Context: an optimization exercise on an open-source flow, tuned for small area and a short achievable clock period. The choices shown serve that exercise and are no tape-out recipe.
Where RTL was checked, it was by simulation tests only, not by an equivalence proof against the original.
Power figures rest on the tool's default switching activity, not on a simulated workload.

lane 1:
Design sa_drain, start of the top module:
module sa_drain #(
  parameter int N     = 8,
  parameter int DW    = sa_pkg::DW,
  parameter int DEPTH = 8
) (
  input  logic            I_CLK,
  input  logic            I_RST,
  input  logic            I_START,
  input  logic [7:0]      I_ROWS,
  input  logic [N-1:0]    I_COL_VLD,
  input  logic [N*DW-1:0] I_COL_D,
  output logic            O_VLD,
  input  logic            I_RDY,
  output logic [N*DW-1:0] O_ROW,
  output logic            O_LAST,
  output logic            O_DONE,
  output logic            O_AFULL,
  output logic            O_OVF
);
clock: 4.5 ns
lec_check: 0
cap_margin: 20
core_margin: 2
core_utilization: 40
place_density: 0.6
slew_margin: 20
run.sh (not shown) runs the stock make flow with config.mk's settings and CLKGATE_MAP_FILE= SYNTH_SCRIPT=/design/flow/synth_recipe.tcl, a recipe that flattens the netlist after the stock synthesis.
Input changes introduced in lane 2 (baseline for comparison: lane 1):
Settings: an added ABC_CLOCK_PERIOD_IN_PS of 2000; an added SETUP_SLACK_MARGIN of 2.2.
==> results.txt <==
Going from lane 1 to lane 2, fraction of power spent switching nets grew by 0.45 points; first-iteration DRC count grew by about 4%; hold violation total from the final report held steady; overall power grew by 4.4%. Lane 1 → lane 2: slack of the critical path rose 0.74 ns, wire length rose 22%, portion of the layout cell area used by clock cells fell 0.30 points.
No run of this note included a check of the RTL's function; only the layout flow was run.

---

Another version of the RTL of sa_drain (not shown whole).
Size in the first run: roughly 2700 cells after synthesis, about 1200 flip-flops, about 280 I/O pins.
export LEC_CHECK = 0
export CAP_MARGIN = 20
export CORE_MARGIN = 2
export CORE_UTILIZATION = 75
export PLACE_DENSITY = 0.85
export SETUP_SLACK_MARGIN = 2.4
export SLEW_MARGIN = 20
create_clock -name core_clock -period 4.5 [get_ports {I_CLK}]
standard.sh (not shown) runs the stock make flow with config.mk's settings and CLKGATE_MAP_FILE= SYNTH_SCRIPT=/design/flow/synth_recipe.tcl, a recipe that flattens the netlist after the stock synthesis.
==> flow/flow/run.sh <==
#!/bin/bash
# The standard layout (standard.sh: standard synthesis, ORFS floorplan to finish) with three
# changes made through ORFS's own variables:
#  - port buffers are buf_1 cells instead of the default delay buffers,
#  - CTS inserts no dummy loads,
#  - CTS clusters up to 22 sinks within 80 um under each leaf buffer.
# Each ORFS step writes its full log under orfs/logs/; make's own output goes to standard.log.
set -euo pipefail
export BUFFER_PORTS_ARGS="-buffer_cell sky130_fd_sc_hd__buf_1"
export CTS_ARGS="-sink_clustering_enable -repair_clock_nets -dont_use_dummy_load -sink_clustering_size 22 -sink_clustering_max_diameter 80"
bash standard.sh > standard.log 2>&1
Edit:
CORE_UTILIZATION = 65   (was 75)
PLACE_DENSITY = 0.75   (was 0.85)
SETUP_SLACK_MARGIN = 2.45   (was 2.4)
Outcome: The changed run finished with timing, DRC and antenna clean; critical path depth goes down by 1; clock power is higher by 4.6%; cell area increases by 1.9%; setup slack gets better by 21 ps; power came out higher by 1.6%.
Edit:
SETUP_SLACK_MARGIN = 2.4   (was 2.45)
After rerunning:
- The new run finished with timing, DRC and antenna clean
- wire length drops by 3.1%
- clock power barely changes
- worst hold slack stays flat
- power drops by 0.62%
- combinational power drops by about 10%
- die area does not change
- count of clock-buffer cells in the layout stays the same
- via count drops by 2.1%
- first-iteration DRC count drops by about 20%
- critical path depth drops by 1
- fmax is about the same

---

Another version of the RTL of sa_drain (not shown whole).
Size in the first run: roughly 2700 cells after synthesis, roughly 280 I/O pins, about 45000 um^2 of cells after synthesis.
Design sa_drain, start of the top module:
module sa_drain #(
  parameter int N     = 8,
  parameter int DW    = sa_pkg::DW,
  parameter int DEPTH = 8
) (
  input  logic            I_CLK,
  input  logic            I_RST,
  input  logic            I_START,
  input  logic [7:0]      I_ROWS,
  input  logic [N-1:0]    I_COL_VLD,
  input  logic [N*DW-1:0] I_COL_D,
  output logic            O_VLD,
  input  logic            I_RDY,
  output logic [N*DW-1:0] O_ROW,
  output logic            O_LAST,
  output logic            O_DONE,
  output logic            O_AFULL,
  output logic            O_OVF
);
  localparam int AW = $clog2(DEPTH);
  logic run;                  
  logic allne;                
  logic [7:0] rem;            
  logic [DEPTH-1:0] rd_sel;   
  logic [N-1:0][DEPTH-1:0][DW-1:0] col_mem;
  logic [N-1:0] col_ne, col_ne_nx, col_full, col_af, col_vf;
  logic clr, hs, fin, load, vld_nx;
  assign clr  = I_RST | O_DONE;
  assign hs   = O_VLD & I_RDY;
  assign fin  = I_RDY & O_LAST;           
  assign load = allne & (~O_VLD | (I_RDY & ~O_LAST));
  assign vld_nx = load | (O_VLD & ~I_RDY);
  for (genvar j = 0; j < N; j++) begin : g_col
    sa_col_fifo #(.DW(DW), .DEPTH(DEPTH)) u_fifo (
      .clk      (I_CLK),
      .clr      (clr),
      .run      (run),
      .vld      (I_COL_VLD[j]),
      .load     (load),
      .din      (I_COL_D[j*DW +: DW]),
      .mem_q    (col_mem[j]),
      .ne       (col_ne[j]),
      .ne_nx    (col_ne_nx[j]),
      .full     (col_full[j]),
      .afull    (col_af[j]),
      .vld_full (col_vf[j])
    );
  end
  logic row_en;
  logic [DEPTH-1:0] row_sel;
  logic [N*DW-1:0] row_nx;
  assign row_en  = ~O_VLD | I_RDY;
  assign row_sel = rd_sel & {DEPTH{row_en}};
  for (genvar j = 0; j < N; j++) begin : g_row
    assign row_nx[j*DW +: DW] = (O_ROW[j*DW +: DW] & {DW{~row_en}})
                              | (col_mem[j][0] & {DW{row_sel[0]}}) | (col_mem[j][1] & {DW{row_sel[1]}})
                              | (col_mem[j][2] & {DW{row_sel[2]}}) | (col_mem[j][3] & {DW{row_sel[3]}})
  ...
export LEC_CHECK = 0
export CAP_MARGIN = 20
export CORE_MARGIN = 2
export CORE_UTILIZATION = 65
export PLACE_DENSITY = 0.75
export SETUP_SLACK_MARGIN = 2.5
export SLEW_MARGIN = 20
create_clock -name core_clock -period 4.5 [get_ports {I_CLK}]
Scripts as last shown in full above: flow/flow/run.sh
Next try:
==> flow/run.sh (new file) <==
#!/bin/bash
# synth_recipe.tcl (not shown) runs the flow's synth.tcl, then flattens the netlist and writes it again
# the make line also repeats each setting of config.mk as NAME=value (left out here)
make -C /OpenROAD-flow-scripts/flow DESIGN_CONFIG=/design/flow/config.mk WORK_HOME=/design/flow/orfs CLKGATE_MAP_FILE= SYNTH_SCRIPT=/design/flow/synth_recipe.tcl finish
- CTS_CLUSTER_DIAMETER: not set -> 80
- CTS_CLUSTER_SIZE: not set -> 22
removed: flow/flow/run.sh
removed: flow/standard.sh
Outcome: The new run went through all stages and came out clean. Global-route usage went down by 0.13 points. Area after synthesis does not change. Synthesized cell count is unchanged. Clock-buffer cell count went up by 48.

-- what the ideal ports hide --
How much do the figures lean on ideal ports? The routed layouts below were timed once more, with nothing changed but the port constraints. Step 1 assumes that a clkbuf_16 drives the clock port and a buf_2 every other input. Step 2 moves the port delays by t, midway between the first and last clock arrival at a register: inputs arrive t later, outputs are due t later. That takes back most of the time a late clock gives input paths. Three values: no drivers, after step 1, after step 2; two values: the first two.
run | t (ns) | setup slack, ns | hold slack, ns | latest minus earliest clock arrival (ns)
lane 1 | 0.758 | 0.911 / 0.911 / 0.392 | 0.518 / 0.518 / 0.518 | 0.028 / 0.029
lane 2 | 0.769 | 1.650 / 1.650 / 0.979 | 0.482 / 0.482 / 0.482 | 0.027 / 0.026
the first run of note 2 | 0.711 | 2.391 / 2.350 / 1.721 | 0.475 / 0.475 / 0.475 | 0.053 / 0.054
the second run of note 2 | 0.678 | 2.412 / 2.401 / 1.775 | 0.471 / 0.471 / 0.471 | 0.047 / 0.048
the third run of note 2 | 0.671 | 2.418 / 2.370 / 1.787 | 0.471 / 0.471 / 0.471 | 0.051 / 0.051
the first run of note 3 | 0.681 | 2.442 / 2.376 / 1.822 | 0.483 / 0.483 / 0.483 | 0.053 / 0.053
the second run of note 3 | 0.728 | 2.338 / 2.268 / 1.840 | 0.469 / 0.469 / 0.469 | 0.030 / 0.029
After both steps setup and hold are still met in every run listed. The setup slack of lane 2, which loses most, moves by 0.000 ns with the drivers and by -0.671 ns with both steps.
